What follows belongs to an exercise in optimizing a design on an open flow for small area, a short achievable clock period and few clock cycles per item; a production flow would make more cautious choices. At most, simulation tests tie the RTL to the original design; equivalence was not proved. No functional check of the RTL was part of runs 1 to 3. Power is estimated from default activity; no workload was simulated.

## design/flow/config.mk

```make
export PLATFORM = sky130hd
export DESIGN_NAME = link_reconnect_backoff_controller
export DESIGN_NICKNAME = link_reconnect_backoff_controller
export VERILOG_FILES = /design/flow/design.v
export SDC_FILE = /design/flow/constraint.sdc
export NUM_CORES = 4
export LEC_CHECK = 0
export CAP_MARGIN = 20
export CORE_MARGIN = 2
export CORE_UTILIZATION = 40
export SETUP_SLACK_MARGIN = 3
export SLEW_MARGIN = 20
```

## design/flow/constraint.sdc

```tcl
create_clock -name core_clock -period 7.5 [get_ports {clk}]
set_input_delay 1.5000 -clock core_clock [delete_from_list [all_inputs] [get_ports {clk}]]
set_output_delay 1.5000 -clock core_clock [all_outputs]
set_load 0.01 [all_outputs]
```

## design/flow/design.v

```verilog
package lrb_pkg;
    localparam int unsigned TIME_W = 32;
    localparam int unsigned MS_W = 31;
    localparam int unsigned CFG_IDX_W = 2;
    localparam logic [2:0] MODE_TICK = 3'd0;
    localparam logic [2:0] MODE_LINK_UP = 3'd1;
    localparam logic [2:0] MODE_LINK_DOWN = 3'd2;
    localparam logic [2:0] MODE_RECONNECT = 3'd3;
    localparam logic [2:0] MODE_START_FAILED = 3'd4;
    localparam logic [CFG_IDX_W-1:0] CFG_INITIAL_RETRY = 2'd0;
    localparam logic [CFG_IDX_W-1:0] CFG_MAX_RETRY = 2'd1;
    localparam logic [CFG_IDX_W-1:0] CFG_ATTEMPT_TIMEOUT = 2'd2;
    localparam logic [CFG_IDX_W-1:0] CFG_SETTLE = 2'd3;
    typedef struct packed {
        logic [2:0]        mode;
        logic [TIME_W-1:0] now_ms;
        logic              link_up;
        logic              have_credentials;
        logic              scan_busy;
    } lrb_item_t;
    typedef struct packed {
        logic [MS_W-1:0] initial_retry_ms;
        logic [MS_W-1:0] max_retry_ms;
        logic [MS_W-1:0] attempt_timeout_ms;
        logic [MS_W-1:0] settle_ms;
    } lrb_cfg_t;
endpackage
module lrb_cfg_regs (
    input  logic                          clk,
    input  logic                          rst_n,
    input  logic                          wr_en,
    input  logic [lrb_pkg::CFG_IDX_W-1:0] wr_index,
    input  logic [lrb_pkg::MS_W-1:0]      wr_data,
    output lrb_pkg::lrb_cfg_t             cfg
);
    lrb_pkg::lrb_cfg_t cfg_reg;
    always_ff @(posedge clk or negedge rst_n)
    begin
        if (!rst_n)
        begin
            cfg_reg.initial_retry_ms <= lrb_pkg::MS_W'(1000);
            cfg_reg.max_retry_ms <= lrb_pkg::MS_W'(60000);
            cfg_reg.attempt_timeout_ms <= lrb_pkg::MS_W'(15000);
            cfg_reg.settle_ms <= lrb_pkg::MS_W'(500);
        end
        else if (wr_en)
        begin
            case (wr_index)
                lrb_pkg::CFG_INITIAL_RETRY: cfg_reg.initial_retry_ms <= wr_data;
                lrb_pkg::CFG_MAX_RETRY: cfg_reg.max_retry_ms <= wr_data;
                lrb_pkg::CFG_ATTEMPT_TIMEOUT: cfg_reg.attempt_timeout_ms <= wr_data;
                lrb_pkg::CFG_SETTLE: cfg_reg.settle_ms <= wr_data;
                default: cfg_reg <= cfg_reg;
            endcase
        end
    end
    assign cfg = cfg_reg;
endmodule
module lrb_step (
    input  logic [2:0]  mode,
    input  logic [31:0] now,
    input  logic        link_up,
    input  logic        have_credentials,
    input  logic        scan_busy,
    input  logic        rr,
    input  logic        att,
    input  logic        rp,
    input  logic        wu,
    input  logic        ntv,
    input  logic [30:0] bo,
    input  logic [31:0] tm,
    input  logic [31:0] ep,
    input  lrb_pkg::lrb_cfg_t cfg,
    input  logic        settle_zero,
    output logic        rr_n,
    output logic        att_n,
    output logic        rp_n,
    output logic        wu_n,
    output logic        ntv_n,
    output logic [30:0] bo_n,
    output logic [31:0] tm_n,
    output logic [31:0] ep_n,
    output logic        conn,
    output logic        disc,
    output logic        nup,
    output logic        ndown
);
    logic        m_tick, m_up, m_down, m_recon, m_fail;
    logic [31:0] add_a;
    logic [30:0] add_b;
    logic [31:0] sum;
    logic [31:0] diff;
    logic        reached;
    logic        timed_out;
    logic        no_wrap;
    logic [31:0] tmo_n;
    logic [31:0] csa_s;
    logic [31:0] csa_c;
    logic [33:0] age_sum;
    logic [31:0] dbl;
    logic [30:0] bo_sched;
    logic        active;
    assign m_tick  = (mode == lrb_pkg::MODE_TICK);
    assign m_up    = (mode == lrb_pkg::MODE_LINK_UP);
    assign m_down  = (mode == lrb_pkg::MODE_LINK_DOWN);
    assign m_recon = (mode == lrb_pkg::MODE_RECONNECT);
    assign m_fail  = (mode == lrb_pkg::MODE_START_FAILED);
    assign active = att || link_up;
    assign add_a = m_fail ? tm : now;
    assign add_b = (m_tick && rr) ? (active ? cfg.settle_ms : 31'd0) : bo;
    assign sum   = add_a + {1'b0, add_b};
    assign {no_wrap, diff} = {1'b0, now} + {1'b0, ~tm} + 33'd1;
    assign reached = !diff[31];
    assign tmo_n     = ~{1'b0, cfg.attempt_timeout_ms};
    assign csa_s     = now ^ ~tm ^ tmo_n;
    assign csa_c     = (now & ~tm) | (now & tmo_n) | (~tm & tmo_n);
    assign age_sum   = {2'b00, csa_s} + {1'b0, csa_c, 1'b0} + 34'd2;
    assign timed_out = age_sum[33] || (age_sum[32] && !no_wrap);
    assign dbl      = {bo, 1'b0};
    assign bo_sched = (dbl < {1'b0, cfg.max_retry_ms}) ? dbl[30:0] : cfg.max_retry_ms;
    always_comb
    begin
        rr_n = rr;
        att_n = att;
        rp_n = rp;
        wu_n = wu;
        ntv_n = ntv;
        bo_n = bo;
        tm_n = tm;
        ep_n = ep;
        conn = 1'b0;
        disc = 1'b0;
        nup = 1'b0;
        ndown = 1'b0;
        if (m_tick)
        begin
            rr_n = 1'b0;
            if (rr)
            begin
                att_n = 1'b0;
                rp_n = 1'b1;
                bo_n = cfg.initial_retry_ms;
                ntv_n = 1'b0;
                disc = active;
                tm_n = sum;
            end
            if (!have_credentials)
            begin
                att_n = 1'b0;
                rp_n = 1'b0;
                ntv_n = 1'b0;
            end
            else if (link_up)
            begin
            end
            else if (rr || rp)
            begin
                if (!scan_busy && (rr ? (!att || settle_zero) : reached))
                begin
                    rp_n = 1'b0;
                    att_n = 1'b1;
                    tm_n = now;
                    ntv_n = 1'b0;
                    conn = 1'b1;
                end
            end
            else if (att)
            begin
                if (timed_out)
                begin
                    disc = 1'b1;
                    att_n = 1'b0;
                    tm_n = sum;
                    ntv_n = 1'b1;
                    bo_n = bo_sched;
                end
            end
            else if (!ntv || reached)
            begin
                att_n = 1'b1;
                tm_n = now;
                ntv_n = 1'b0;
                conn = 1'b1;
            end
        end
        else if (m_up)
        begin
            ep_n = ep + 32'd1;
            att_n = 1'b0;
            rp_n = 1'b0;
            ntv_n = 1'b0;
            bo_n = cfg.initial_retry_ms;
            nup = !wu;
            wu_n = 1'b1;
        end
        else if (m_down)
        begin
            ep_n = ep + 32'd1;
            att_n = 1'b0;
            ndown = wu;
            wu_n = 1'b0;
            if (have_credentials && !rp && !(ntv && !reached))
            begin
                tm_n = sum;
                ntv_n = 1'b1;
                bo_n = bo_sched;
            end
        end
        else if (m_recon)
        begin
            rr_n = 1'b1;
        end
        else if (m_fail)
        begin
            if (att)
            begin
                att_n = 1'b0;
                tm_n = sum;
                ntv_n = 1'b1;
                bo_n = bo_sched;
            end
        end
    end
endmodule
module link_reconnect_backoff_controller (
    input  logic                          clk,
    input  logic                          rst_n,
    input  logic                          cfg_wr_en,
    input  logic [lrb_pkg::CFG_IDX_W-1:0] cfg_index,
    input  logic [lrb_pkg::MS_W-1:0]      cfg_wr_data,
    input  logic                          items_valid,
    output logic                          items_ready,
    input  logic [2:0]                    items_mode,
    input  logic [lrb_pkg::TIME_W-1:0]    items_now_ms,
    input  logic                          items_link_up,
    input  logic                          items_have_credentials,
    input  logic                          items_scan_busy,
    output logic                          results_valid,
    input  logic                          results_ready,
    output logic                          results_cmd_connect,
    output logic                          results_cmd_disconnect,
    output logic                          results_notify_up,
    output logic                          results_notify_down,
    output logic                          results_attempt_active,
    output logic [lrb_pkg::TIME_W-1:0]    results_event_epoch,
    output logic [lrb_pkg::MS_W-1:0]      results_current_backoff_ms
);
    lrb_pkg::lrb_cfg_t  cfg;
    logic        out_valid_reg;
    logic        advance;
    logic        settle_zero;
    logic        rr_reg, att_reg, rp_reg, wu_reg, ntv_reg;
    logic [30:0] bo_reg;
    logic [31:0] tm_reg;
    logic [31:0] ep_reg;
    logic        rr_n, att_n, rp_n, wu_n, ntv_n;
    logic [30:0] bo_n;
    logic [31:0] tm_n;
    logic [31:0] ep_n;
    logic        conn, disc, nup, ndown;
    logic [3:0]  cmd_reg;
    lrb_cfg_regs u_cfg (
        .clk      (clk),
        .rst_n    (rst_n),
        .wr_en    (cfg_wr_en),
        .wr_index (cfg_index),
        .wr_data  (cfg_wr_data),
        .cfg      (cfg)
    );
    assign settle_zero = (cfg.settle_ms == '0);
    lrb_step u_step (
        .mode             (items_mode),
        .now              (items_now_ms),
        .link_up          (items_link_up),
        .have_credentials (items_have_credentials),
        .scan_busy        (items_scan_busy),
        .rr               (rr_reg),
        .att              (att_reg),
        .rp               (rp_reg),
        .wu               (wu_reg),
        .ntv              (ntv_reg),
        .bo               (bo_reg),
        .tm               (tm_reg),
        .ep               (ep_reg),
        .cfg              (cfg),
        .settle_zero      (settle_zero),
        .rr_n             (rr_n),
        .att_n            (att_n),
        .rp_n             (rp_n),
        .wu_n             (wu_n),
        .ntv_n            (ntv_n),
        .bo_n             (bo_n),
        .tm_n             (tm_n),
        .ep_n             (ep_n),
        .conn             (conn),
        .disc             (disc),
        .nup              (nup),
        .ndown            (ndown)
    );
    assign items_ready = !out_valid_reg || results_ready;
    assign advance = items_valid && items_ready;
    always_ff @(posedge clk)
    begin
        if (advance)
        begin
            cmd_reg <= {conn, disc, nup, ndown};
            tm_reg <= tm_n;
        end
    end
    always_ff @(posedge clk or negedge rst_n)
    begin
        if (!rst_n)
        begin
            out_valid_reg <= 1'b0;
            rr_reg <= 1'b1;
            att_reg <= 1'b0;
            rp_reg <= 1'b0;
            wu_reg <= 1'b0;
            ntv_reg <= 1'b0;
            bo_reg <= '0;
            ep_reg <= '0;
        end
        else
        begin
            if (advance)
            begin
                out_valid_reg <= 1'b1;
                rr_reg <= rr_n;
                att_reg <= att_n;
                rp_reg <= rp_n;
                wu_reg <= wu_n;
                ntv_reg <= ntv_n;
                bo_reg <= bo_n;
                ep_reg <= ep_n;
            end
            else if (results_ready)
            begin
                out_valid_reg <= 1'b0;
            end
        end
    end
    assign results_valid = out_valid_reg;
    assign results_cmd_connect = cmd_reg[3];
    assign results_cmd_disconnect = cmd_reg[2];
    assign results_notify_up = cmd_reg[1];
    assign results_notify_down = cmd_reg[0];
    assign results_attempt_active = att_reg;
    assign results_event_epoch = ep_reg;
    assign results_current_backoff_ms = bo_reg;
endmodule
```

## design/flow/run.sh

```bash
#!/bin/bash
# synth_recipe.tcl (not shown) runs the flow's synth.tcl, then flattens the netlist and writes it again
# the make line also repeats each setting of config.mk as NAME=value (left out here)
make -C /OpenROAD-flow-scripts/flow DESIGN_CONFIG=/design/flow/config.mk WORK_HOME=/design/flow/orfs CLKGATE_MAP_FILE= SYNTH_SCRIPT=/design/flow/synth_recipe.tcl finish
```

==> run notes, run 1 <==
The flow ran to the end and the layout has no timing, DRC or antenna violations. In this run the tool buffered the top-level ports with 145 buffer cells. The CTS buffer count came out at 28. The number of cells in the finished layout apart from fillers is 2495. The remaining antenna violation count after routing is 0.

The number of flops mapped to enable cells by yosys is 36. The library cell used most frequently in the layout, excluding fill and tap cells, is sky130_fd_sc_hd__dfrtp_1. Clock tree synthesis selected as its root buffer the cell sky130_fd_sc_hd__clkbuf_16.

The number of nets produced by synthesis is 1997. The post-synthesis to final-layout area growth came out at 32.4%. TritonCTS built the clock tree. For this configuration, the core starts out at a cell density of 40.5%.

The share of the Yosys chip area taken by registers is 35.0%. In this run the tightest slew margin relative to its limit is 26.4%. The largest clock skew in the final design is 0.0237 ns. Leaving out fill and tap cells, the most frequent cells in the layout are 166 x sky130_fd_sc_hd__dfrtp_1, 157 x sky130_fd_sc_hd__nand2_1, 137 x sky130_fd_sc_hd__inv_1. The worst-case reg-to-reg path depth came out at 16. The fill cell total of the finished layout came out at 3624. Sequential cells burn 27.4% of the power.

The hold violation count in the final report came out at 0. For this run, design rule violations remaining after detail routing come to 0. The critical hold path startpoint is ep_reg[31]. From left edge to right edge, the die measures 210 µm.

The power share of the combinational group came out at 52.2%. Timing would allow up to 211 MHz. The share of final-layout standard cells stronger than drive strength 1 came out at 30.5%. Summed over all layers, the routed wires come to 55400 µm. For the final routed database, the setup TNS stands at 0 ns. The count of hold-fix buffers inserted at cts is 0.

The register with the most flip-flops in the layout has 124 of them. Cell internal power was estimated by the tool at 4.17 mW. The proportion of power drawn by the clock network is 20.4%. Synthesis inferred 229 register bits. The congestion estimate from routability-driven global placement came to 0.889. The static leakage came out at 9.79 nW.

The I/O pin count came out at 146. The worst hold slack across all endpoints came out at 0.476 ns. The cell that appears most often on the critical path is sky130_fd_sc_hd__buf_12. In this run the cell area measured after placement is 19400 µm².

The combined global-route utilization of all metal layers came out at 24.8%. The number of antenna violations at the first check in global routing is 3. The height of the chip is 210 µm. The signal on the critical path passes through buf_12 -> inv_8 -> fa_1 -> inv_1 -> ha_1 -> ha_1 -> o21a_1 -> o2111ai_2 -> o311a_4 -> o31ai_4 -> a32o_2 -> a21oi_4 -> buf_12 -> buf_12 -> buf_6 -> o21ai_4 -> nand2_4 -> buf_12 -> a22o_1. The netlist area before placement is 17000 µm². The clock latency on the worst-skew pair is 0.57 ns. The shortest period the worst path allows is 4.75 ns. The count of different cell masters after synthesis is 86. The most used flip-flop cell after synthesis is sky130_fd_sc_hd__dfrtp_1. The slew at the pin with the worst max-slew slack is 1.10 ns. The setup path with the least slack is of type in -> reg.

The async set or reset register ratio after synthesis is 84.3%. The highest ir drop seen on vdd is 0.196 mV. In this run, the number of DRC markers left after iteration 0 of detailed routing was 1006.

The instance count after placement with tap cells included came out at 2365. At the end of the flow, the number of nets in the layout was 2196. The worst register-to-register path ends at tm_reg[22]. The via count of the first global-routing pass is 14.5k. Counting every sink on the clock net gives 229.

For this run, the slowest stage of the critical path takes 0.52 ns. The switching component of the power came out at 2.65 mW. The worst path uses 63.3% of the clock period.

The slack of the worst reg-to-reg path is 3.01 ns. Along the worst hold path, the cell count comes to 1. Before antenna repair, the detailed router went through 6 iterations.

The launch point of the worst reg-to-reg path is rr_reg. The number of instances in the synthesized netlist is 1736. The core footprint came out at 41900 µm². The clock transition at the registers of the reported paths came out at 0.06 ns. The synthesized area per cell is 9.79 µm². The aggregate global routing overflow is 0. The detailed router placed 14.6k vias in this run. Yosys printed 3 warnings. The type of the worst min-delay path is reg -> reg. CTS built an H-tree with a depth of 1. The routed wirelength normalized by instance count came out at 22.2 µm. The worst-case clock buffer depth came out at 3. The first-pass GRT wire length came out at 84700 µm. The share of total power consumed by net switching is 38.9%. The count of max-cap constraint violations is 0. The max-slew violation total from the final report came to 0.

At the worst endpoint, the required time is 7.94 ns. The maximum fanout along the worst path is 8. The arrival time at the worst endpoint is 5.19 ns. The floorplan has 75 rows.

The end of the worst hold path is ep_reg[31]. Among all stages on the critical path, the largest delay is contributed by sky130_fd_sc_hd__fa_1. The power per standard cell area came out at 303 nW/µm². The final non-filler cell area is 22500 µm². The wire-length estimate of the detail-placed layout is 38700 µm.

The maximum number of pins on one net before global-route repair came out at 96. STA classifies the critical path startpoint as a primary input. STA classifies the critical path endpoint as a flip-flop. The detail-routed via count per cell is 5.84.

Setup repair after global routing could not meet its margin everywhere. The die covers 44200 µm². The setup-violating endpoint count in the final report came out at 0.
==> logic make-up (layout without fill, tap and decap cells) <==
group                    count (synthesis)  after routing  share of synthesized area [%]
AO/OA/AOI/OAI                          447            447                           18.6
AND/OR/NAND/NOR                        399            400                           11.2
buffers and inverters                  239            457                           5.67
flip-flops                             229            229                           35.0
adder cells (fa/ha/maj)                185            185                           15.0
multiplexers                           176            176                           11.4
XOR/XNOR                                61             61                           3.14
other                                    0              1                              0
==> what timing repair did <==
| action | 4_1_cts | 5_1_grt |
|---|---|---|
| pin swaps | 90 | 85 |
| setup endpoints to repair | 98 | 96 |
| setup buffers | 54 | 16 |
| hold endpoints to repair | 0 | 0 |
| cloned | 8 | 1 |
| resized for setup | 309 | 122 |
==> area by class of cell <==
cell class                 count  area, µm²  share of cell area, %
multi-input combinational   1269      11700                   52.0
sequential                   229       5940                   26.4
timing repair buffer         243       2590                   11.5
clock buffer                  43        870                   3.86
tap                          539        674                   3.00
inverter                     164        653                   2.90
clock inverter                 7       71.3                  0.317
antenna                        1       2.50                 0.0111
==> power by group through the flow <==
| stage | sequential, mW | combinational [mW] | clock [mW] |
|---|---|---|---|
| 2_1_floorplan | 1.78 | 2.01 | 0 |
| 3_3_place_gp | 1.87 | 2.75 | 0 |
| 3_5_place_dp | 1.88 | 2.81 | 0 |
| 4_1_cts | 1.86 | 3.25 | 1.42 |
| 5_1_grt | 1.90 | 3.85 | 1.47 |
| 6_report | 1.87 | 3.56 | 1.39 |
==> per-stage QoR <==
stage | utilization (%) | power [mW] | setup WS, ns
4_1_cts | 52.0 | 6.54 | 2.84
2_1_floorplan | - | 3.79 | 2.49
3_3_place_gp | 46.2 | 4.62 | 0.961
3_5_place_dp | 46.2 | 4.69 | 0.891
5_1_grt | 53.6 | 7.22 | 2.59
6_report | 53.7 | 6.82 | 2.75
==> how the worst max path moves through the flow <==
stage	from	endpoint	slack, ns
after floorplan	items_mode[0]	tm_reg[8]	2.49
after global placement	items_now_ms[5]	bo_reg[30]	0.96
after detailed placement	items_now_ms[5]	bo_reg[30]	0.89
after CTS	items_now_ms[8]	bo_reg[29]	2.84
after global routing	items_now_ms[17]	tm_reg[18]	2.59
final	items_now_ms[7]	bo_reg[28]	2.75
==> Yosys cell counts, types with 6 or more instances <==
master	number	area share (%)
sky130_fd_sc_hd__o211ai_1	18	0.80
sky130_fd_sc_hd__and4_1	6	0.31
sky130_fd_sc_hd__mux2i_1	40	2.4
sky130_fd_sc_hd__o21a_1	10	0.44
sky130_fd_sc_hd__xor2_1	17	0.88
sky130_fd_sc_hd__mux2_2	136	9.0
sky130_fd_sc_hd__buf_1	10	0.22
sky130_fd_sc_hd__and2_1	6	0.22
sky130_fd_sc_hd__edfxtp_1	36	6.4
sky130_fd_sc_hd__a221o_1	13	0.77
sky130_fd_sc_hd__a22oi_1	38	1.7
sky130_fd_sc_hd__a22o_1	59	3.0
sky130_fd_sc_hd__a221oi_1	7	0.36
sky130_fd_sc_hd__nor2_1	73	1.6
sky130_fd_sc_hd__dfstp_2	27	4.2
sky130_fd_sc_hd__nand3_1	43	1.3
sky130_fd_sc_hd__xnor2_1	44	2.3
sky130_fd_sc_hd__nor4_1	10	0.37
sky130_fd_sc_hd__o21ai_0	89	2.6
sky130_fd_sc_hd__inv_1	164	3.6
sky130_fd_sc_hd__nor3b_1	6	0.27
sky130_fd_sc_hd__nand4_1	13	0.48
sky130_fd_sc_hd__buf_6	6	0.40
sky130_fd_sc_hd__ha_1	154	11
sky130_fd_sc_hd__a211oi_1	14	0.62
sky130_fd_sc_hd__nand2_1	167	3.7
sky130_fd_sc_hd__clkbuf_1	42	0.93
sky130_fd_sc_hd__nand2b_1	8	0.29
sky130_fd_sc_hd__a21o_1	31	1.4
sky130_fd_sc_hd__a31oi_1	24	0.88
sky130_fd_sc_hd__nor3_1	15	0.44
sky130_fd_sc_hd__fa_1	31	3.7
sky130_fd_sc_hd__o2111ai_1	7	0.36
sky130_fd_sc_hd__and3_1	14	0.52
sky130_fd_sc_hd__a21oi_1	67	2.0
sky130_fd_sc_hd__nor2b_1	8	0.29
sky130_fd_sc_hd__a211o_1	8	0.41
sky130_fd_sc_hd__dfrtp_1	166	24
sky130_fd_sc_hd__buf_2	17	0.50
==> metal layers <==
metal  GRT usage [%]  vias up  routed length, µm
met5               0        -                 16
met4            7.80        2               1750
met3            4.53      113               3600
met2            40.3      479              25500
met1            33.5     7248              24500
li1                -     6735                  -
==> worst max-delay path: cells and delay by family <==
| family | cells | cell delay [ns] |
|---|---|---|
| AND/OR/NAND/NOR | 1 | 0.17 |
| adder cells (fa/ha/maj) | 3 | 1.07 |
| buffers and inverters | 7 | 0.72 |
| AO/OA/AOI/OAI | 8 | 1.72 |
==> run 2: changes to the inputs <==
--- a/design/flow/config.mk
+++ b/design/flow/config.mk
@@ -8,5 +8,5 @@
 export CAP_MARGIN = 20
 export CORE_MARGIN = 2
 export CORE_UTILIZATION = 40
-export SETUP_SLACK_MARGIN = 3
+export SETUP_SLACK_MARGIN = 5
 export SLEW_MARGIN = 20
==> run 2 against run 1 <==
Compared with the run above:
- clock skew shrank 0.010 ns
- clock power decreased by 3%
- die area unchanged
- worst hold slack better by 0.030 ns
- synthesized cell count stayed put
- highest routed layer is now met4
==> run notes, run 2 <==
The met3 capacity usage during global routing came out at 4.54% (was 4.53%). The number of design rule violations left after detail routing is 0 (unchanged). The worst endpoint required time came out at 7.98 ns (was 7.94 ns). The fraction of the cycle the final worst path needs is 64.5% (was 63.3%). The fill cell total of the finished layout is 3468 (was 3624). The highest ir drop seen on vdd came out at 0.210 mV (was 0.196 mV). The number of antenna repair diodes is 0 (was 1).

The class of the most critical setup path was in -> reg (unchanged). The clock latency on the worst-skew pair came out at 0.56 ns (was 0.57 ns). The number of flops mapped to enable cells by yosys is 36 (unchanged). The largest clock skew in the final design came out at 0.0135 ns (was 0.0237 ns). The height of the chip was 210 µm (unchanged). The width of the die came to 210 µm (unchanged). The count of different cell masters after synthesis came out at 86 (unchanged).

The hold violation count in the final report came out at 0 (unchanged). The share of the core filled with cells in the final layout was 57.7% (was 53.7%). Area contributors post-synth: sky130_fd_sc_hd__dfrtp_1 24%, sky130_fd_sc_hd__ha_1 11%, sky130_fd_sc_hd__mux2_2 9.0%, sky130_fd_sc_hd__edfxtp_1 6.4%, sky130_fd_sc_hd__dfstp_2 4.2% (unchanged). The starting utilization of the core area came out at 40.5% (unchanged). The overall power came out at 7.03 mW (was 6.82 mW).

The aggregate routed wire length came out at 59900 µm (was 55400 µm). Setup repair after global routing missed its margin: yes (unchanged). The clock transition at the registers of the reported paths is 0.06 ns (about the same).

The number of warnings issued by yosys came out at 3 (unchanged). The share of final-layout standard cells stronger than drive strength 1 is 42.5% (was 30.5%). The count of clock tree sinks is 229 (unchanged).

The post-synthesis to final-layout area growth came out at 42.3% (was 32.4%). The dominant register cell in the synthesized netlist is sky130_fd_sc_hd__dfrtp_1 (unchanged). The total vias in the final route came to 15.4k (was 14.6k).

Post-synth top cells: 167 x sky130_fd_sc_hd__nand2_1, 166 x sky130_fd_sc_hd__dfrtp_1, 164 x sky130_fd_sc_hd__inv_1, 154 x sky130_fd_sc_hd__ha_1, 136 x sky130_fd_sc_hd__mux2_2 (unchanged). The post-DP HPWL was 38600 µm (was 38700 µm). The top cell type's share of synthesized area is 24.4% (unchanged).

The aggregate global routing overflow came to 0 (unchanged). The detail-routed via count per cell came out at 5.89 (was 5.84). The number of nets produced by synthesis came out at 1997 (unchanged). The power per standard cell area was 291 nW/µm² (was 303 nW/µm²). The TritonCTS clock tree is done (unchanged). The met1 usage in global routing was 35.8% (was 33.5%). The type of the worst min-delay path is reg -> reg (unchanged). The maximum fanout along the worst path came to 8 (unchanged). The commonest non-fill, non-tap cell in the layout is sky130_fd_sc_hd__nand2_1 (was sky130_fd_sc_hd__dfrtp_1). The static leakage came out at 10.8 nW (was 9.79 nW). The worst-case clock buffer depth was 3 (unchanged).

The area of the die came out at 44200 µm² (unchanged). The number of antenna violations at the first check in global routing came out at 1 (was 3). The achievable clock frequency is 207 MHz (was 211 MHz). The maximum number of pins on one net before global-route repair is 70 (was 96).

The routed wirelength normalized by instance count came out at 22.9 µm (was 22.2 µm). Most frequent cells in the layout: 151 x sky130_fd_sc_hd__nand2_1, 136 x sky130_fd_sc_hd__inv_1, 131 x sky130_fd_sc_hd__mux2_2, 131 x sky130_fd_sc_hd__dfrtp_1, 111 x sky130_fd_sc_hd__buf_4 (was 166 x sky130_fd_sc_hd__dfrtp_1, 157 x sky130_fd_sc_hd__nand2_1, 137 x sky130_fd_sc_hd__inv_1). The CTS buffer count came out at 27 (was 28). The weighted congestion at the end of routability-driven global placement is 0.908 (was 0.889).

The flip-flop and latch count after synthesis is 229 (unchanged). The number of flip-flops under the largest register name is 124 (unchanged). The cell with the most instances after synthesis is sky130_fd_sc_hd__nand2_1 (unchanged).

The deepest level of the CTS H-tree was 1 (unchanged). The leading area contributor after synthesis was sky130_fd_sc_hd__dfrtp_1 (unchanged). The accumulated negative setup slack is 0 ns (unchanged).

The core footprint is 41900 µm² (unchanged). The shortest period the worst path allows is 4.84 ns (was 4.75 ns). Result of the run: timing/DRC/antenna clean (unchanged). The max-slew violation total from the final report came to 0 (unchanged). The I/O pin count is 146 (unchanged). The setup-violating endpoint count in the final report is 0 (unchanged). The clock tree root driver cell is sky130_fd_sc_hd__clkbuf_16 (unchanged). The synthesized area per cell is 9.79 µm² (unchanged). The site row count was 75 (unchanged). The slew at the pin with the worst max-slew slack came out at 0.985 ns (was 1.10 ns). The register area share after synthesis came out at 35.0% (unchanged). The category of the worst setup path capture point is a flip-flop (unchanged). The number of DRC markers in iteration 0 came out at 1300 (was 1006). The met2 usage in global routing is 42.8% (was 40.3%).

The count of max-cap constraint violations is 0 (unchanged). The global routing's busiest layer was met2 (unchanged). The async set or reset register ratio after synthesis was 84.3% (unchanged). The remaining antenna violation count after routing is 0 (unchanged). The netlist area before placement came out at 17000 µm² (unchanged). The relative slew slack is 33.8% (was 26.4%).

The number of detailed-route iterations in the first pass came to 5 (was 6). The via count of the first global-routing pass is 15.5k (was 14.5k). The kind of start point of the critical path is a primary input (unchanged).

The count of input and output buffers is 145 (unchanged). The combined global-route utilization of all metal layers came out at 26.4% (was 24.8%). The arrival time at the worst endpoint is 5.32 ns (was 5.19 ns). The first-pass GRT wire length is 90600 µm (was 84700 µm). The number of instances in the synthesized netlist is 1736 (unchanged). The count of nets after finishing is 2312 (was 2196).
run 2: cell counts after synthesis:
No cell type changed its count.
run 2: cell families (layout without fill, tap and decap cells):
kind of cell | after synthesis | count (layout) | synth area share [%]
buffers and inverters | 239 | 574 | 5.67
XOR/XNOR | 61 | 61 | 3.14
adder cells (fa/ha/maj) | 185 | 185 | 15.0
flip-flops | 229 | 229 | 35.0
multiplexers | 176 | 176 | 11.4
AO/OA/AOI/OAI | 447 | 447 | 18.6
AND/OR/NAND/NOR | 399 | 400 | 11.2
run 2: stage by stage:
| stage | hold WS [ns] | area, µm² | cells | setup slack, ns |
|---|---|---|---|---|
| after floorplan | 0.479 | 17700 | 1736 | 2.49 |
| after global placement | 0.458 | 19600 | 2365 | 0.824 |
| after detailed placement | 0.470 | 19600 | 2365 | 0.818 |
| after CTS | 0.490 | 23300 | 2574 | 2.80 |
| after global routing | 0.526 | 24200 | 2611 | 2.56 |
| final | 0.506 | 24200 | 2611 | 2.66 |
run 2: final cells by class:
class	count	area [µm²]	share of cell area, %
clock buffer	42	856	3.54
clock inverter	8	51.3	0.212
inverter	164	658	2.72
multi-input combinational	1269	12200	50.3
sequential	229	5990	24.8
tap	539	674	2.79
timing repair buffer	360	3800	15.7
run 2: repair_timing:
item	4_1_cts	5_1_grt
pin swaps	175	79
buffers inserted	144	33
hold buffers	0	0
gates cloned	15	4
endpoints found under the setup margin	294	360
resized for setup	795	130
run 2: worst max-delay path, stage by stage:
cell and delay [ns]:
sky130_fd_sc_hd__buf_12 0.09, sky130_fd_sc_hd__inv_6 0.03, sky130_fd_sc_hd__fa_1 0.49, sky130_fd_sc_hd__inv_1 0.05, sky130_fd_sc_hd__ha_1 0.28, sky130_fd_sc_hd__ha_1 0.30
sky130_fd_sc_hd__nand4_1 0.18, sky130_fd_sc_hd__nor4_4 0.37, sky130_fd_sc_hd__nand4_1 0.18, sky130_fd_sc_hd__o31ai_4 0.35, sky130_fd_sc_hd__a32o_2 0.25, sky130_fd_sc_hd__buf_6 0.12
sky130_fd_sc_hd__a21oi_4 0.08, sky130_fd_sc_hd__buf_12 0.15, sky130_fd_sc_hd__o21a_4 0.22, sky130_fd_sc_hd__buf_12 0.15, sky130_fd_sc_hd__buf_16 0.15, sky130_fd_sc_hd__a22oi_2 0.18
sky130_fd_sc_hd__a22o_1 0.16
run 2: where the power goes:
part / total [mW] / internal, mW / leakage [nW] / switching [mW]
clock network: 1.35 / 0.786 / 0.449 / 0.560
registers: 1.78 / 1.57 / 2.63 / 0.214
logic: 3.90 / 1.95 / 7.70 / 1.95
total: 7.03 / 4.30 / 10.8 / 2.73
run 2: final timing paths:
path / startpoint / endpoint / slack [ns] / cells after the start
min in group asynchronous: rst_n / out_valid_reg / 0.91 / 1
min: u_cfg.cfg_reg[64] / u_cfg.cfg_reg[64] / 0.51 / 1
max reg2reg: rr_reg / tm_reg[14] / 2.92 / 17
max: items_now_ms[20] / bo_reg[14] / 2.66 / 19
min reg2reg: u_cfg.cfg_reg[64] / u_cfg.cfg_reg[64] / 0.51 / 1
max in group asynchronous: rst_n / bo_reg[8] / 5.28 / 2
run 2: per-layer routing:
metal | wire, µm | up-vias
met1 | 25600 | 7667
met5 | 0 | -
li1 | - | 6977
met2 | 27800 | 585
met3 | 4350 | 152
met4 | 2150 | 0
==> run 3: changes to the inputs <==
--- a/design/flow/design.v
+++ b/design/flow/design.v
@@ -85,21 +85,41 @@
     output logic        nup,
     output logic        ndown
 );
+    function automatic logic carry_out(input logic [31:0] g, input logic [31:0] p, input logic cin);
+        logic [31:0] gg;
+        logic [31:0] pp;
+        gg = g;
+        pp = p;
+        for (int d = 1; d < 32; d = d * 2)
+        begin
+            for (int i = 31; i >= d; i--)
+            begin
+                gg[i] = gg[i] | (pp[i] & gg[i - d]);
+                pp[i] = pp[i] & pp[i - d];
+            end
+        end
+        carry_out = gg[31] | (pp[31] & cin);
+    endfunction
     logic        m_tick, m_up, m_down, m_recon, m_fail;
     logic [31:0] add_a;
     logic [30:0] add_b;
     logic [31:0] sum;
-    logic [31:0] diff;
-    logic        reached;
-    logic        timed_out;
+    logic [31:0] ntm;
+    logic        c31;
     logic        no_wrap;
+    logic        reached;
     logic [31:0] tmo_n;
     logic [31:0] csa_s;
     logic [31:0] csa_c;
-    logic [33:0] age_sum;
+    logic        csa_k;
+    logic        timed_out;
+    logic        late;
     logic [31:0] dbl;
     logic [30:0] bo_sched;
     logic        active;
+    logic        t_ok, t_rr_go, t_rp, t_att, t_idle, d_s, f_s;
+    logic        conn0, conn1, sched0, sched1, sched;
+    logic        clr, tm_sum;
     assign m_tick  = (mode == lrb_pkg::MODE_TICK);
     assign m_up    = (mode == lrb_pkg::MODE_LINK_UP);
     assign m_down  = (mode == lrb_pkg::MODE_LINK_DOWN);
@@ -109,118 +129,48 @@
     assign add_a = m_fail ? tm : now;
     assign add_b = (m_tick && rr) ? (active ? cfg.settle_ms : 31'd0) : bo;
     assign sum   = add_a + {1'b0, add_b};
-    assign {no_wrap, diff} = {1'b0, now} + {1'b0, ~tm} + 33'd1;
-    assign reached = !diff[31];
+    assign ntm     = ~tm;
+    assign c31     = carry_out({1'b0, now[30:0] & ntm[30:0]}, {1'b1, now[30:0] | ntm[30:0]}, 1'b1);
+    assign no_wrap = carry_out(now & ntm, now | ntm, 1'b1);
+    assign reached = !(now[31] ^ ntm[31] ^ c31);
     assign tmo_n     = ~{1'b0, cfg.attempt_timeout_ms};
-    assign csa_s     = now ^ ~tm ^ tmo_n;
-    assign csa_c     = (now & ~tm) | (now & tmo_n) | (~tm & tmo_n);
-    assign age_sum   = {2'b00, csa_s} + {1'b0, csa_c, 1'b0} + 34'd2;
-    assign timed_out = age_sum[33] || (age_sum[32] && !no_wrap);
+    assign csa_s     = now ^ ntm ^ tmo_n;
+    assign csa_c     = (now & ntm) | (now & tmo_n) | (ntm & tmo_n);
+    assign csa_k     = carry_out({csa_s[31:2] & csa_c[30:1], 2'b00},
+                                 {csa_s[31:2] | csa_c[30:1], 2'b11},
+                                 csa_s[1] | csa_c[0]);
+    assign timed_out = (csa_c[31] && csa_k) || ((csa_c[31] ^ csa_k) && !no_wrap);
     assign dbl      = {bo, 1'b0};
     assign bo_sched = (dbl < {1'b0, cfg.max_retry_ms}) ? dbl[30:0] : cfg.max_retry_ms;
-    always_comb
-    begin
-        rr_n = rr;
-        att_n = att;
-        rp_n = rp;
-        wu_n = wu;
-        ntv_n = ntv;
-        bo_n = bo;
-        tm_n = tm;
-        ep_n = ep;
-        conn = 1'b0;
-        disc = 1'b0;
-        nup = 1'b0;
-        ndown = 1'b0;
-        if (m_tick)
-        begin
-            rr_n = 1'b0;
-            if (rr)
-            begin
-                att_n = 1'b0;
-                rp_n = 1'b1;
-                bo_n = cfg.initial_retry_ms;
-                ntv_n = 1'b0;
-                disc = active;
-                tm_n = sum;
-            end
-            if (!have_credentials)
-            begin
-                att_n = 1'b0;
-                rp_n = 1'b0;
-                ntv_n = 1'b0;
-            end
-            else if (link_up)
-            begin
-            end
-            else if (rr || rp)
-            begin
-                if (!scan_busy && (rr ? (!att || settle_zero) : reached))
-                begin
-                    rp_n = 1'b0;
-                    att_n = 1'b1;
-                    tm_n = now;
-                    ntv_n = 1'b0;
-                    conn = 1'b1;
-                end
-            end
-            else if (att)
-            begin
-                if (timed_out)
-                begin
-                    disc = 1'b1;
-                    att_n = 1'b0;
-                    tm_n = sum;
-                    ntv_n = 1'b1;
-                    bo_n = bo_sched;
-                end
-            end
-            else if (!ntv || reached)
-            begin
-                att_n = 1'b1;
-                tm_n = now;
-                ntv_n = 1'b0;
-                conn = 1'b1;
-            end
-        end
-        else if (m_up)
-        begin
-            ep_n = ep + 32'd1;
-            att_n = 1'b0;
-            rp_n = 1'b0;
-            ntv_n = 1'b0;
-            bo_n = cfg.initial_retry_ms;
-            nup = !wu;
-            wu_n = 1'b1;
-        end
-        else if (m_down)
-        begin
-            ep_n = ep + 32'd1;
-            att_n = 1'b0;
-            ndown = wu;
-            wu_n = 1'b0;
-            if (have_credentials && !rp && !(ntv && !reached))
-            begin
-                tm_n = sum;
-                ntv_n = 1'b1;
-                bo_n = bo_sched;
-            end
-        end
-        else if (m_recon)
-        begin
-            rr_n = 1'b1;
-        end
-        else if (m_fail)
-        begin
-            if (att)
-            begin
-                att_n = 1'b0;
-                tm_n = sum;
-                ntv_n = 1'b1;
-                bo_n = bo_sched;
-            end
-        end
-    end
+    assign t_ok    = m_tick && have_credentials && !link_up;
+    assign t_rr_go = t_ok && rr && !scan_busy && (!att || settle_zero);
+    assign t_rp    = t_ok && !rr && rp;
+    assign t_att   = t_ok && !rr && !rp && att;
+    assign t_idle  = t_ok && !rr && !rp && !att;
+    assign d_s     = m_down && have_credentials && !rp;
+    assign f_s     = m_fail && att;
+    assign late    = t_att ? timed_out : reached;
+    assign conn0  = t_rr_go || (t_idle && !ntv);
+    assign conn1  = t_rr_go || (t_rp && !scan_busy) || t_idle;
+    assign sched0 = f_s || (d_s && !ntv);
+    assign sched1 = f_s || d_s || t_att;
+    assign conn   = late ? conn1 : conn0;
+    assign sched  = late ? sched1 : sched0;
+    assign clr    = m_up || (m_tick && (rr || !have_credentials));
+    assign tm_sum = m_tick && rr;
+    assign rr_n  = m_recon || (rr && !m_tick);
+    assign wu_n  = m_up || (wu && !m_down);
+    assign ep_n  = (m_up || m_down) ? ep + 32'd1 : ep;
+    assign att_n = conn || (att && !(m_up || m_down || m_fail || (m_tick && (rr || !have_credentials)) ||
+                                     (t_att && timed_out)));
+    assign rp_n  = (m_tick && rr && have_credentials && !t_rr_go) ||
+                   (rp && !(m_up || (m_tick && !have_credentials) || conn));
+    assign ntv_n = sched || (ntv && !clr && !conn);
+    assign tm_n  = conn ? now : ((sched || tm_sum) ? sum : tm);
+    assign bo_n  = (m_up || (m_tick && rr)) ? cfg.initial_retry_ms : (sched ? bo_sched : bo);
+    assign disc  = (m_tick && rr && active) || (t_att && timed_out);
+    assign nup   = m_up && !wu;
+    assign ndown = m_down && wu;
 endmodule
 module link_reconnect_backoff_controller (
     input  logic                          clk,
--- a/design/flow/config.mk
+++ b/design/flow/config.mk
@@ -8,5 +8,5 @@
 export CAP_MARGIN = 20
 export CORE_MARGIN = 2
 export CORE_UTILIZATION = 40
-export SETUP_SLACK_MARGIN = 5
+export SETUP_SLACK_MARGIN = 3
 export SLEW_MARGIN = 20
==> run 3 against run 2 <==
Compared with the run above:
- still clean
- register-to-register slack worse by 0.52 ns
- synthesized area decreased by 10%
- combinational power is 28% lower
- first-iteration DRC count is 39% lower
- worst hold slack worse by 0.036 ns
- cell area fell by 18%
- critical endpoint is now tm_reg[27]
- largest cell class unchanged
==> run notes, run 3 <==
The I/O pin count is 146 (unchanged). The dominant combinational cell family by area after synthesis is compound AO/OA/AOI/OAI gates (unchanged). The via count of the first global-routing pass is 12.3k (was 15.5k). The slack of the worst reg-to-reg path is 2.40 ns (was 2.92 ns). The count of max-cap constraint violations is 0 (unchanged). The category of the worst setup path capture point is a flip-flop (unchanged). The overall power is 5.99 mW (was 7.03 mW). The maximum fanout along the worst path is 8 (unchanged). The clock latency on the worst-skew pair is 0.56 ns (about the same). The power share of the combinational group is 46.8% (was 55.5%). The aggregate routed wire length came out at 46900 µm (was 59900 µm). The slew at the pin with the worst max-slew slack is 0.826 ns (was 0.985 ns). The async set or reset register ratio after synthesis is 84.3% (unchanged). The internal portion of total power came out at 3.70 mW (was 4.30 mW).

The weighted congestion at the end of routability-driven global placement came to 0.903 (was 0.908). The leading area contributor after synthesis was sky130_fd_sc_hd__dfrtp_1 (unchanged). The detail-routed via count per cell came to 5.52 (was 5.89). The power per standard cell area is 304 nW/µm² (was 291 nW/µm²). The flip-flop and latch count after synthesis is 229 (unchanged). The number of antenna violations at the first check in global routing was 2 (was 1). The number of flops mapped to enable cells by yosys was 36 (unchanged). The worst-case reg-to-reg path depth was 18 (was 17). The top cell type's share of synthesized area is 27.3% (was 24.4%). The post-synthesis to final-layout area growth came out at 29.5% (was 42.3%). The remaining antenna violation count after routing is 0 (unchanged). The starting utilization of the core area came out at 40.6% (was 40.5%). The total vias in the final route is 12.4k (was 15.4k).

The share of final-layout standard cells stronger than drive strength 1 was 25.4% (was 42.5%). The synthesized area per cell came out at 10.2 µm² (was 9.79 µm²). The fill cell total of the finished layout came out at 3348 (was 3468).

The largest clock skew in the final design is 0.0233 ns (was 0.0135 ns). The deepest level of the CTS H-tree came to 1 (unchanged). The kind of start point of the critical path is a primary input (unchanged). The routed wirelength normalized by instance count came to 20.9 µm (was 22.9 µm). The post-DP HPWL came out at 31700 µm (was 38600 µm). The number of instances in the synthesized netlist is 1496 (was 1736). The site row count came out at 71 (was 75). The fraction of the mapped netlist area in simple logic gates is 10.9% (was 11.2%).

The height of the chip came out at 199 µm (was 210 µm). The type of the worst min-delay path was reg -> reg (unchanged). The adder and majority gate portion of the synthesized area is 14.5% (was 15.0%). The number of detailed-route iterations in the first pass was 5 (unchanged).

The clock transition at the registers of the reported paths came out at 0.06 ns (about the same). The aggregate global routing overflow is 0 (unchanged). The worst hold slack across all endpoints is 0.469 ns (was 0.506 ns). The synthesized-area fraction occupied by xor and xnor cells is 3.28% (was 3.14%). The cell with the most instances after synthesis is sky130_fd_sc_hd__dfrtp_1 (was sky130_fd_sc_hd__nand2_1).

The launch point of the worst reg-to-reg path is u_cfg.cfg_reg[48] (was rr_reg). The accumulated negative setup slack was 0 ns (unchanged). The number of cells in the finished layout apart from fillers is 2248 (was 2611). The max-slew violation total from the final report was 0 (unchanged). The static leakage is 8.61 nW (was 10.8 nW). The number of warnings issued by yosys is 3 (unchanged). The number of antenna repair diodes is 0 (unchanged).

The hold violation count in the final report came to 0 (unchanged). The CTS buffer count came out at 28 (was 27). The combined global-route utilization of all metal layers is 23.1% (was 26.4%). The dominant register cell in the synthesized netlist is sky130_fd_sc_hd__dfrtp_1 (unchanged). The width of the die came out at 199 µm (was 210 µm). The class of the most critical setup path is in -> reg (unchanged). The count of input and output buffers is 145 (unchanged).

The count of clock tree sinks was 229 (unchanged). Most frequent cells in the layout: 166 x sky130_fd_sc_hd__dfrtp_1, 131 x sky130_fd_sc_hd__nand2_1, 129 x sky130_fd_sc_hd__inv_1 (was 151 x sky130_fd_sc_hd__nand2_1, 136 x sky130_fd_sc_hd__inv_1, 131 x sky130_fd_sc_hd__mux2_2, 131 x sky130_fd_sc_hd__dfrtp_1, 111 x sky130_fd_sc_hd__buf_4). The compound-gate portion of the synthesized area is 15.3% (was 18.6%).

The shortest period the worst path allows is 5.72 ns (was 4.84 ns). The arrival time at the worst endpoint is 6.00 ns (was 5.32 ns). The number of design rule violations left after detail routing came out at 0 (unchanged). The first-pass GRT wire length is 70200 µm (was 90600 µm). The maximum number of pins on one net before global-route repair came out at 99 (was 70).

The number of DRC markers in iteration 0 came to 788 (was 1300). The cell depth of the worst hold path was 1 (unchanged). The instance count after placement with tap cells included is 2115 (was 2365). The relative slew slack came to 44.9% (was 33.8%).

The endpoint of the worst-slack reg-to-reg timing path is tm_reg[27] (was tm_reg[14]). The cell area after placement came to 17400 µm² (was 19600 µm²). The highest ir drop seen on vdd is 0.217 mV (was 0.210 mV).

The final non-filler cell area came out at 19700 µm² (was 24200 µm²). The core footprint was 37600 µm² (was 41900 µm²). Area contributors post-synth: sky130_fd_sc_hd__dfrtp_1 27%, sky130_fd_sc_hd__ha_1 10%, sky130_fd_sc_hd__mux2_2 9.4%, sky130_fd_sc_hd__edfxtp_1 7.1%, sky130_fd_sc_hd__dfstp_2 4.7% (was sky130_fd_sc_hd__dfrtp_1 24%, sky130_fd_sc_hd__ha_1 11%, sky130_fd_sc_hd__mux2_2 9.0%, sky130_fd_sc_hd__edfxtp_1 6.4%, sky130_fd_sc_hd__dfstp_2 4.2%).

The share of total power consumed by net switching is 38.2% (was 38.8%). The commonest non-fill, non-tap cell in the layout is sky130_fd_sc_hd__dfrtp_1 (was sky130_fd_sc_hd__nand2_1). The setup-violating endpoint count in the final report is 0 (unchanged).

The TritonCTS clock tree is done (unchanged). The achievable clock frequency came out at 175 MHz (was 207 MHz). The end of the critical path is tm_reg[27] (was bo_reg[14]). The worst endpoint required time came out at 7.78 ns (was 7.98 ns).

The number of nets produced by synthesis was 1728 (was 1997). The count of nets after finishing is 1947 (was 2312). The number of flip-flops under the largest register name came out at 124 (unchanged). The startpoint of the most critical setup path is items_now_ms[17] (was items_now_ms[20]). Post-synth top cells: 166 x sky130_fd_sc_hd__dfrtp_1, 146 x sky130_fd_sc_hd__inv_1, 132 x sky130_fd_sc_hd__nand2_1, 127 x sky130_fd_sc_hd__mux2_2, 125 x sky130_fd_sc_hd__ha_1 (was 167 x sky130_fd_sc_hd__nand2_1, 166 x sky130_fd_sc_hd__dfrtp_1, 164 x sky130_fd_sc_hd__inv_1, 154 x sky130_fd_sc_hd__ha_1, 136 x sky130_fd_sc_hd__mux2_2). The clock tree root driver cell is sky130_fd_sc_hd__clkbuf_16 (unchanged).

The worst-case clock buffer depth is 3 (unchanged). The area of the die is 39700 µm² (was 44200 µm²). The proportion of power drawn by the clock network is 22.3% (was 19.2%). Setup repair after global routing missed its margin: yes (unchanged). The register area share after synthesis is 39.0% (was 35.0%).

The count of different cell masters after synthesis is 78 (was 86). The switching component of the power was 2.29 mW (was 2.73 mW). The netlist area before placement came out at 15200 µm² (was 17000 µm²). Result of the run: timing/DRC/antenna clean (unchanged). The multiplexer share of the synthesized area was 11.7% (was 11.4%).

The fraction of the cycle the final worst path needs was 76.2% (was 64.5%). The sequential share of power is 30.9% (was 25.3%).
[run 3: cell count changes in the layout (fill, tap and decap cells not counted), moves of 35 or more]
cell and change:
sky130_fd_sc_hd__dfrtp_2 -35, sky130_fd_sc_hd__clkdlybuf4s50_1 +84, sky130_fd_sc_hd__ha_4 -50, sky130_fd_sc_hd__a22o_1 -42, sky130_fd_sc_hd__dfrtp_1 +35, sky130_fd_sc_hd__buf_4 -42
sky130_fd_sc_hd__buf_6 -88, sky130_fd_sc_hd__buf_2 -49
[run 3: final cells by class]
cell class              instances  area, µm²  share of cell area (%)
clock buffers                  45        867                    4.39
clock inverters                 7       42.5                   0.216
inverters                     148        573                    2.90
multi-input cells            1067       9230                    46.8
flip-flops and latches        229       5940                    30.1
well taps                     511        639                    3.24
repair buffers                241       2440                    12.4
[run 3: metrics by stage]
stage                     util [%]  setup slack [ns]
after floorplan                  -              1.89
after global placement        46.3             0.653
after detailed placement      46.3             0.551
after CTS                     51.2              1.86
after global routing          52.5              1.68
final                         52.5              1.78
[run 3: kinds of logic after synthesis]
family / count (synthesis)
AO/OA/AOI/OAI: 357
flip-flops: 229
adder cells (fa/ha/maj): 159
buffers and inverters: 204
multiplexers: 162
AND/OR/NAND/NOR: 328
XOR/XNOR: 57
[run 3: worst max-delay path, cell delays in order]
cell and delay (ns):
sky130_fd_sc_hd__buf_8 0.10, sky130_fd_sc_hd__inv_6 0.05, sky130_fd_sc_hd__fa_2 0.46, sky130_fd_sc_hd__o31ai_4 0.31, sky130_fd_sc_hd__a31oi_2 0.15, sky130_fd_sc_hd__a31oi_1 0.22
sky130_fd_sc_hd__nor2_1 0.10, sky130_fd_sc_hd__o311ai_2 0.34, sky130_fd_sc_hd__a311oi_4 0.18, sky130_fd_sc_hd__maj3_2 0.36, sky130_fd_sc_hd__maj3_2 0.31, sky130_fd_sc_hd__a221o_1 0.35
sky130_fd_sc_hd__o311ai_4 0.11, sky130_fd_sc_hd__ha_4 0.25, sky130_fd_sc_hd__nor2b_4 0.13, sky130_fd_sc_hd__nor3_4 0.22, sky130_fd_sc_hd__or3_4 0.17, sky130_fd_sc_hd__o211ai_1 0.10
sky130_fd_sc_hd__buf_4 0.19, sky130_fd_sc_hd__o31a_4 0.37
[run 3: power groups by stage]
stage / clock (mW) / combinational, mW / sequential [mW]
floorplan: 0 / 1.62 / 1.81
global placement: 0 / 2.36 / 1.86
detailed placement: 0 / 2.40 / 1.86
CTS: 1.36 / 2.63 / 1.85
global route: 1.41 / 3.06 / 1.89
finish: 1.34 / 2.80 / 1.85
[run 3: worst min-delay path by stage]
stage                       startpoint                 end  slack, ns
detailed placement          ep_reg[31]          ep_reg[31]       0.46
floorplan           u_cfg.cfg_reg[121]  u_cfg.cfg_reg[121]       0.47
global route                ep_reg[31]          ep_reg[31]       0.51
global placement            ep_reg[31]          ep_reg[31]       0.46
CTS                         ep_reg[31]          ep_reg[31]       0.48
finish                      ep_reg[31]          ep_reg[31]       0.47
[run 3: repair_timing]
item / in CTS / in global routing
hold buffers: 0 / 0
gates cloned: 6 / 3
gates resized for setup: 164 / 55
endpoints found under the setup margin: 98 / 89
setup buffers: 53 / 18
pin swaps: 64 / 35
[run 3: layer usage]
metal / global-route usage, % / routed length [µm]
met1: 31.4 / 21000
met2: 38.2 / 22000
met3: 3.83 / 2610
met4: 6.14 / 1250
met5: 0 / 32
==> run 4: changes to the inputs <==
--- a/design/flow/design.v
+++ b/design/flow/design.v
@@ -196,6 +196,8 @@
     output logic [lrb_pkg::MS_W-1:0]      results_current_backoff_ms
 );
     lrb_pkg::lrb_cfg_t  cfg;
+    lrb_pkg::lrb_item_t s1_item_reg;
+    logic        s1_valid_reg;
     logic        out_valid_reg;
     logic        advance;
     logic        settle_zero;
@@ -219,11 +221,11 @@
     );
     assign settle_zero = (cfg.settle_ms == '0);
     lrb_step u_step (
-        .mode             (items_mode),
-        .now              (items_now_ms),
-        .link_up          (items_link_up),
-        .have_credentials (items_have_credentials),
-        .scan_busy        (items_scan_busy),
+        .mode             (s1_item_reg.mode),
+        .now              (s1_item_reg.now_ms),
+        .link_up          (s1_item_reg.link_up),
+        .have_credentials (s1_item_reg.have_credentials),
+        .scan_busy        (s1_item_reg.scan_busy),
         .rr               (rr_reg),
         .att              (att_reg),
         .rp               (rp_reg),
@@ -247,10 +249,18 @@
         .nup              (nup),
         .ndown            (ndown)
     );
-    assign items_ready = !out_valid_reg || results_ready;
-    assign advance = items_valid && items_ready;
+    assign advance = s1_valid_reg && (!out_valid_reg || results_ready);
+    assign items_ready = !s1_valid_reg || advance;
     always_ff @(posedge clk)
     begin
+        if (items_valid && items_ready)
+        begin
+            s1_item_reg.mode <= items_mode;
+            s1_item_reg.now_ms <= items_now_ms;
+            s1_item_reg.link_up <= items_link_up;
+            s1_item_reg.have_credentials <= items_have_credentials;
+            s1_item_reg.scan_busy <= items_scan_busy;
+        end
         if (advance)
         begin
             cmd_reg <= {conn, disc, nup, ndown};
@@ -261,6 +271,7 @@
     begin
         if (!rst_n)
         begin
+            s1_valid_reg <= 1'b0;
             out_valid_reg <= 1'b0;
             rr_reg <= 1'b1;
             att_reg <= 1'b0;
@@ -272,6 +283,10 @@
         end
         else
         begin
+            if (items_ready)
+            begin
+                s1_valid_reg <= items_valid;
+            end
             if (advance)
             begin
                 out_valid_reg <= 1'b1;
--- a/design/flow/config.mk
+++ b/design/flow/config.mk
@@ -8,5 +8,5 @@
 export CAP_MARGIN = 20
 export CORE_MARGIN = 2
 export CORE_UTILIZATION = 40
-export SETUP_SLACK_MARGIN = 3
+export SETUP_SLACK_MARGIN = 2
 export SLEW_MARGIN = 20
==> run 4 against run 3 <==
Compared with the run above:
- sequential power up 15%
- global-route usage down 3.0 points
- synthesized cell count is 1.9% lower
- sequential cell count is 39 higher
- critical path depth shrank 3
- cell area shrank 0.73%
- largest power group unchanged
- highest routed layer is now met4
==> run notes, run 4 <==
The async set or reset register ratio after synthesis came out at 72.4% (was 84.3%). The accumulated negative setup slack came out at 0 ns (unchanged). The weighted congestion at the end of routability-driven global placement came out at 0.853 (was 0.903).

The category of the worst setup path capture point is a flip-flop (unchanged). Setup repair after global routing missed its margin: no (was yes). The post-synthesis to final-layout area growth came out at 19.7% (was 29.5%). The power per standard cell area came to 307 nW/µm² (was 304 nW/µm²). The count of clock tree sinks is 268 (was 229). The shortest period the worst path allows is 5.15 ns (was 5.72 ns).

The cell with the most instances after synthesis was sky130_fd_sc_hd__dfrtp_1 (unchanged). The aggregate global routing overflow is 0 (unchanged). The max-slew violation total from the final report came out at 0 (unchanged). The proportion of power drawn by the clock network came to 27.0% (was 22.3%). The remaining antenna violation count after routing is 0 (unchanged). The switching component of the power came out at 2.07 mW (was 2.29 mW). The arrival time at the worst endpoint is 5.41 ns (was 6.00 ns). The setup-violating endpoint count in the final report was 0 (unchanged).

The maximum fanout along the worst path is 32 (was 8). The number of instances in the synthesized netlist came out at 1467 (was 1496). Area contributors post-synth: sky130_fd_sc_hd__dfrtp_1 26%, sky130_fd_sc_hd__edfxtp_1 14%, sky130_fd_sc_hd__ha_1 9.6%, sky130_fd_sc_hd__mux2_2 8.8%, sky130_fd_sc_hd__dfstp_2 4.3% (was sky130_fd_sc_hd__dfrtp_1 27%, sky130_fd_sc_hd__ha_1 10%, sky130_fd_sc_hd__mux2_2 9.4%, sky130_fd_sc_hd__edfxtp_1 7.1%, sky130_fd_sc_hd__dfstp_2 4.7%). The highest ir drop seen on vdd came out at 0.242 mV (was 0.217 mV). The count of max-cap constraint violations is 0 (unchanged). The delay of the slowest cell on the worst path came to 0.79 ns (was 0.46 ns).

The I/O pin count is 146 (unchanged). The area of the die came out at 42500 µm² (was 39700 µm²). The count of nets after finishing was 1852 (was 1947). The count of hold-fix buffers inserted at cts came to 0 (unchanged). The footprint of the multi-input gates is 8600 µm² (was 9230 µm²). The aggregate routed wire length came out at 42300 µm (was 46900 µm). The deepest level of the CTS H-tree came out at 2 (was 1). The share of total power consumed by net switching is 34.4% (was 38.2%). The first-pass GRT wire length was 65700 µm (was 70200 µm). The starting utilization of the core area came out at 40.3% (was 40.6%).

The leading area contributor after synthesis is sky130_fd_sc_hd__dfrtp_1 (unchanged). The class of the most critical setup path is reg -> reg (was in -> reg). The routed wirelength normalized by instance count was 19.4 µm (was 20.9 µm). The core footprint is 40600 µm² (was 37600 µm²).

The maximum number of pins on one net before global-route repair was 159 (was 99). The achievable clock frequency is 194 MHz (was 175 MHz). The static leakage is 8.55 nW (was 8.61 nW). The clock transition at the registers of the reported paths was 0.06 ns (about the same). The kind of start point of the critical path is a flip-flop (was primary input).

The flip-flop and latch count after synthesis came out at 268 (was 229). The number of cells in the finished layout apart from fillers came to 2180 (was 2248). The share of final-layout standard cells stronger than drive strength 1 was 17.4% (was 25.4%). Post-synth top cells: 167 x sky130_fd_sc_hd__dfrtp_1, 130 x sky130_fd_sc_hd__nand2_1, 128 x sky130_fd_sc_hd__mux2_2, 125 x sky130_fd_sc_hd__ha_1, 120 x sky130_fd_sc_hd__inv_1 (was 166 x sky130_fd_sc_hd__dfrtp_1, 146 x sky130_fd_sc_hd__inv_1, 132 x sky130_fd_sc_hd__nand2_1, 127 x sky130_fd_sc_hd__mux2_2, 125 x sky130_fd_sc_hd__ha_1). The number of flip-flops under the largest register name came to 124 (unchanged). The number of antenna violations at the first check in global routing came out at 0 (was 2). The count of input and output buffers came to 145 (unchanged). The slew at the pin with the worst max-slew slack came out at 0.956 ns (was 0.826 ns). The number of DRC markers in iteration 0 came out at 573 (was 788). The fraction of the cycle the final worst path needs was 68.6% (was 76.2%). The post-DP HPWL is 30700 µm (was 31700 µm). The instance count after placement with tap cells included is 2111 (was 2115).

The hold violation count in the final report came out at 0 (unchanged). The height of the chip was 206 µm (was 199 µm). The count of different cell masters after synthesis was 78 (unchanged).

The internal portion of total power is 3.95 mW (was 3.70 mW). The sequential cell area came out at 7110 µm² (was 5940 µm²). The top cell type's share of synthesized area came out at 25.5% (was 27.3%). The fill cell total of the finished layout came to 3723 (was 3348). The dominant register cell in the synthesized netlist is sky130_fd_sc_hd__dfrtp_1 (unchanged). Most frequent cells in the layout: 167 x sky130_fd_sc_hd__dfrtp_1, 144 x sky130_fd_sc_hd__clkdlybuf4s50_1, 130 x sky130_fd_sc_hd__nand2_1 (was 166 x sky130_fd_sc_hd__dfrtp_1, 131 x sky130_fd_sc_hd__nand2_1, 129 x sky130_fd_sc_hd__inv_1). The largest clock skew in the final design came out at 0.0287 ns (was 0.0233 ns). The relative slew slack came to 35.6% (was 44.9%). The worst endpoint required time was 7.77 ns (was 7.78 ns).

The width of the die is 206 µm (was 199 µm). The worst-case clock buffer depth is 3 (unchanged). The number of detailed-route iterations in the first pass came to 4 (was 5). The total vias in the final route came to 11.6k (was 12.4k). The site row count was 74 (was 71). The TritonCTS clock tree is done (unchanged). The number of nets produced by synthesis is 1699 (was 1728). The number of flops mapped to enable cells by yosys came out at 74 (was 36). Result of the run: timing/DRC/antenna clean (unchanged). The clock latency on the worst-skew pair was 0.55 ns (was 0.56 ns). The power share of the combinational group was 37.7% (was 46.8%).

The via count of the first global-routing pass came out at 11.7k (was 12.3k). Series of cell instances along the critical path: nor2_1 -> nand3b_1 -> buf_4 -> nor2_2 -> buf_4 -> a22o_1 -> ha_1 -> fa_1 -> a211o_1 -> o211ai_1 -> a2111oi_0 -> a2111oi_0 -> nor2b_1 -> o311ai_0 -> a31oi_1 -> xor2_1 -> o21ai_0 (was buf_8 -> inv_6 -> fa_2 -> o31ai_4 -> a31oi_2 -> a31oi_1 -> nor2_1 -> o311ai_2 -> a311oi_4 -> maj3_2 -> maj3_2 -> a221o_1 -> o311ai_4 -> ha_4 -> nor2b_4 -> nor3_4 -> or3_4 -> o211ai_1 -> buf_4 -> o31a_4). The combined global-route utilization of all metal layers is 20.1% (was 23.1%). The synthesized area per cell was 11.2 µm² (was 10.2 µm²).

The register area share after synthesis came out at 43.5% (was 39.0%). The clock tree root driver cell was sky130_fd_sc_hd__clkbuf_16 (unchanged). The CTS buffer count came out at 35 (was 28). The detail-routed via count per cell came to 5.32 (was 5.52).

The type of the worst min-delay path was reg -> reg (unchanged). The number of warnings issued by yosys came out at 3 (unchanged). The netlist area before placement is 16400 µm² (was 15200 µm²). The commonest non-fill, non-tap cell in the layout was sky130_fd_sc_hd__dfrtp_1 (unchanged). The sequential share of power is 35.3% (was 30.9%).

The number of design rule violations left after detail routing is 0 (unchanged). The cell with the biggest individual delay on the critical path is sky130_fd_sc_hd__a2111oi_0 (was sky130_fd_sc_hd__fa_2).
-- run 4: stage by stage --
step	hold slack (ns)	utilization, %	power (mW)	worst slack (ns)	area (µm²)
floorplan	0.435	-	3.65	2.30	16400
detailed placement	0.457	45.3	4.42	1.84	18400
global placement	0.443	45.3	4.37	1.90	18400
CTS	0.470	48.1	6.08	2.01	19600
global route	0.489	48.2	6.40	2.01	19600
finish	0.462	48.2	6.02	2.35	19600
-- run 4: worst paths after layout --
path,cells past startpoint,from,slack [ns],to
worst max-delay path,17,s1_item_reg[35],2.35,tm_reg[30]
worst min-delay path,2,s1_valid_reg,0.46,out_valid_reg
worst max register to register,17,s1_item_reg[35],2.35,tm_reg[30]
worst min register to register,2,s1_valid_reg,0.46,out_valid_reg
max in group asynchronous,2,rst_n,5.37,bo_reg[2]
min in group asynchronous,1,rst_n,0.86,ep_reg[31]
-- run 4: cell families (layout without fill, tap and decap cells) --
logic type               count (synthesis)  after routing  share of synthesized area [%]
AO/OA/AOI/OAI                          316            317                           12.9
XOR/XNOR                                57             57                           3.05
adder cells (fa/ha/maj)                166            166                           14.0
buffers and inverters                  170            349                           4.28
flip-flops                             268            268                           43.5
multiplexers                           189            189                           13.5
other                                    0              1                              0
AND/OR/NAND/NOR                        301            301                           8.89
-- run 4: layer usage --
metal / wire length [µm] / global-route usage [%] / vias up / part of all wire [%]
li1: - / - / 5566 / -
met1: 18800 / 26.4 / 5779 / 44
met2: 20700 / 34.0 / 199 / 49
met3: 1660 / 2.98 / 62 / 3.9
met4: 1190 / 7.02 / 0 / 2.8
met5: 0 / 0 / - / 0
-- run 4: timing repair --
| action | 4_1_cts | 5_1_grt |
|---|---|---|
| gates resized for setup | 0 | 1 |
| gates cloned | 1 | 0 |
| endpoints found under the setup margin | 31 | 22 |
| buffers inserted | 1 | 2 |
| pin swaps | 2 | 1 |
-- run 4: layout make-up --
type                       instances  share of cell area [%]
clock buffer                      51                    5.30
timing repair buffer             164                    8.35
inverter                         121                    2.32
multi-input combinational       1030                    43.9
antenna                            1                  0.0128
sequential                       268                    36.3
tap                              532                    3.40
clock inverter                    13                   0.409
-- run 4: power groups by stage --
| stage | Combinational (mW) | Clock, mW | Sequential [mW] |
|---|---|---|---|
| CTS | 2.28 | 1.67 | 2.13 |
| global route | 2.52 | 1.72 | 2.17 |
| floorplan | 1.57 | 0 | 2.08 |
| finish | 2.27 | 1.62 | 2.13 |
| detailed placement | 2.26 | 0 | 2.16 |
| global placement | 2.22 | 0 | 2.15 |
-- run 4: critical path, delay by kind of cell, from the launching register on --
kind	cells	cell delay, ns
AOI/OAI and AO/OA	8	2.21
xor gates and xnor gates	1	0.15
adders and majority gates	2	0.67
buffers and inverters	2	0.64
DFF	1	0.54
and+or+nand+nor	4	0.63
Testbench counts of run 4, summed over its fixed seeds: cycles 12,016, items 12,000.

==> static timing again, ports no longer ideal <==
The results above use ideal ports. As a check the final layouts listed here were re-extracted and re-timed, cells and wires unchanged. Step 1, drivers: a clkbuf_16 drives clk and a buf_2 each remaining input, both assumed. Step 2 also shifts input and output timing later by t, the mid clock arrival at the registers, as if the neighbouring blocks saw the same clock. Slacks: ideal / step 1 / step 2; pairs: ideal / step 1.
run	t, ns	setup WS [ns]	slew at the worst register clock pin (ns)	worst slew at a driven data input, ns
run 1	0.615	2.751 / 2.748 / 2.132	0.07 / 0.07	0.08
run 2	0.610	2.660 / 2.648 / 2.038	0.07 / 0.07	0.07
run 3	0.601	1.785 / 1.785 / 1.185	0.06 / 0.06	0.08
run 4	0.595	2.355 / 2.355 / 2.355	0.06 / 0.06	0.06
After both steps every run listed still meets setup and hold. For run 2, which loses most, drivers alone change the setup slack by -0.012 ns; drivers and shift together by -0.622 ns.
